This is an optimization exercise on Yosys and OpenROAD, whose aim is small area, a short achievable clock period and few clock cycles per item, not a production implementation.
In this exercise RTL edits were held to simulation tests only and were not proved equivalent to the original.
The flow treats the clock pin as an ideal source. Dropping or thinning the clock tree relies on that and would not hold on a real chip.
Power figures rest on the tool's default switching activity, not on a simulated workload.

## job 2242
==> flow/design.v (excerpt) <==
module playfair_digraph_encryptor (
  input  logic        clk_i,
  input  logic        rst_ni,
  input  logic        psel,
  input  logic        penable,
  input  logic        pwrite,
  input  logic [4:0]  paddr,
  input  logic [31:0] pwdata,
  output logic [31:0] prdata,
  output logic        pready,
  input  logic        s_axis_tvalid,
  output logic        s_axis_tready,
  input  logic [7:0]  s_axis_tdata,    
  input  logic        s_axis_tlast,    
  output logic        m_axis_tvalid,
  input  logic        m_axis_tready,
  output logic [7:0]  m_axis_tdata,    
  output logic        m_axis_tlast     
);
Settings: LEC_CHECK=0, CAP_MARGIN=20, CORE_MARGIN=2, CORE_UTILIZATION=55, SLEW_MARGIN=20; clock period 11.0 ns.
standard.sh (not shown) runs the stock make flow with config.mk's settings and CLKGATE_MAP_FILE= SYNTH_SCRIPT=/design/flow/synth_recipe.tcl, a recipe that flattens the netlist after the stock synthesis.
==> flow/flow/run.sh <==
#!/bin/bash
set -euo pipefail
bash standard.sh "BUFFER_PORTS_ARGS=-buffer_cell sky130_fd_sc_hd__buf_4" \
  "PRE_CTS_TCL=$PWD/flow/mycts.tcl" \
  SETUP_SLACK_MARGIN=7.8 finish > flow_make.log 2>&1
Other scripts of this flow, unchanged in this note and not shown: flow/flow/mycts.tcl
Job 2242: flow completed, timing, DRC and antenna clean
Testbench counts of job 2242, summed over its fixed seeds: cycles 10,430, items 9,600.
The following lists how job 8972 was set up differently from job 2242:
==> flow/flow/run.sh <==
#!/bin/bash
set -euo pipefail
bash standard.sh "BUFFER_PORTS_ARGS=-buffer_cell sky130_fd_sc_hd__buf_1" \
  "PRE_CTS_TCL=$PWD/flow/mycts.tcl" \
  SETUP_SLACK_MARGIN=7.8 TNS_END_PERCENT=0 finish > flow_make.log 2>&1
diff --git a/flow/config.mk b/flow/config.mk
--- a/flow/config.mk
+++ b/flow/config.mk
@@ -8,4 +8,4 @@
 export CAP_MARGIN = 20
 export CORE_MARGIN = 2
-export CORE_UTILIZATION = 55
+export CORE_UTILIZATION = 40
 export SLEW_MARGIN = 20
### Flow results
Final period demand of the worst path in job 8972 vs job 2242: up 0.021 ns
[compare] base=job 2242 new=job 8972: proportion of power drawn by combinational gates fell by 1.5 points, die area grew by about 36%, worst IR drop on VDD down about 22%, relative max-transition margin went down.
Initial core utilization ended up 15 points lower on job 8972 than on job 2242.
What job 2719 does differently from job 8972 at the input level:
==> flow/flow/run.sh <==
#!/bin/bash
set -euo pipefail
bash standard.sh "BUFFER_PORTS_ARGS=-buffer_cell sky130_fd_sc_hd__buf_1" \
  "PRE_CTS_TCL=$PWD/flow/mycts.tcl" \
  SETUP_SLACK_MARGIN=7.8 finish > flow_make.log 2>&1
Notes after the runs:
Compared with job 8972, in job 2719 sequential power shows no meaningful change, count of nets after finishing shows an increase of about 0.43%. Diff job 8972 -> job 2719: clock power share saw a decrease; met3 usage higher; critical path depth went up; number of buffer and inverter instances along the worst setup path went up. Lower final period demand of the worst path goes to job 2719 over job 8972. Job 2719 vs job 8972: power of the combinational group up by more than 10%.
[inputs] job 7623 vs job 2719
==> flow/flow/run.sh <==
#!/bin/bash
set -euo pipefail
bash standard.sh "BUFFER_PORTS_ARGS=-buffer_cell sky130_fd_sc_hd__buf_1" \
  "PRE_CTS_TCL=$PWD/flow/mycts.tcl" \
  SETUP_SLACK_MARGIN=7.6 finish > flow_make.log 2>&1
## What came out
- Compared with job 2719, job 7623 shows a global-route usage that is 0.15 points higher.
- Going from job 2719 to job 7623, final worst hold slack shows an increase of 0.0047 ns, clock share of power higher.
- Launch point of the worst path: paddr[3] -> job 2719, m_axis_tready -> job 7623
- Changes observed in job 7623 relative to job 2719: critical path depth down 1; largest stage delay on the critical path went up.
- Worst path setup slack after routing was higher in the run labelled job 2719.
- met4 as the highest metal layer used by the detailed router was reported by job 7623, and met5 by job 2719.
- Looking at minimum clock period, job 7623 sits above job 2719.
- Compared with job 2719, job 7623 shows total power draw that has gone down by a little under 10%.
- From job 2719 to job 7623, total die area did not move at all.
- Vias: job 7623 below job 2719
- Job 7623 ended up with a lower power density over the cells than job 2719 did.
The following lists how job 8623 was set up differently from job 7623:
==> flow/flow/run.sh <==
#!/bin/bash
set -euo pipefail
bash standard.sh "BUFFER_PORTS_ARGS=-buffer_cell sky130_fd_sc_hd__buf_4" \
  "PRE_CTS_TCL=$PWD/flow/mycts.tcl" \
  SETUP_SLACK_MARGIN=7.8 finish > flow_make.log 2>&1
### Flow results
- Job 7623 has lower net count reported at finish than job 8623.
- Compared job 8623 vs job 7623, and area overhead of the layout relative to synthesis is up in job 8623.
- Between job 7623 and job 8623, the difference in area taken by flip-flops and latches is negligible.
- Looking at worst-path cell with the longest stage delay, the sky130_fd_sc_hd__or2_2 result is from job 7623; the sky130_fd_sc_hd__nor3_1 one comes from job 8623.
- Of job 7623 and job 8623, the higher worst supply voltage drop on vdd belongs to job 8623.
- Job 8623 vs job 7623, worst hold slack went down by 0.0033 ns.
- On job 8623: relative slew slack is 14 points higher than what job 7623 gave.
- Going from job 7623 to job 8623, number of optimization iterations in the first detailed-route pass lost 4; total of fill cells in the finished design lost 1.7%; wire length lost about 0.7%; instance count after placement with tap cells included neither gained nor lost much.
In every run of this note, the design's own scripts or RTL, not TritonCTS, make the clock network.

what the ideal ports hide:
How much do the figures lean on ideal ports? The routed layouts below were timed once more, with nothing changed but the port constraints.
Step 1, drivers: a clkbuf_16 drives clk_i and a buf_2 each remaining input, both assumed.
Step 2 adds t to the input delays and takes it off the output delays; t is the mean of the earliest and latest rising clock arrival at the registers after step 1. Input paths then give back, and output paths get back, about the clock's delay inside the block.
Three values: no drivers, after step 1, after step 2; two values: the first two.
run | t, ns | setup slack, ns | hold WS [ns]
job 2242 | 0.403 | 7.825 / 7.719 / 7.520 | 0.474 / 0.474 / 0.474
job 8972 | 0.408 | 7.804 / 7.694 / 7.471 | 0.473 / 0.473 / 0.473
job 2719 | 0.405 | 7.814 / 7.792 / 7.496 | 0.478 / 0.478 / 0.478
job 7623 | 0.406 | 7.733 / 7.647 / 7.413 | 0.482 / 0.482 / 0.482
job 8623 | 0.394 | 7.846 / 7.785 / 7.530 | 0.479 / 0.479 / 0.479
After both steps setup and hold are still met in every run listed. The setup slack of job 8972, which loses most, moves by -0.110 ns with the drivers and by -0.333 ns with both steps.
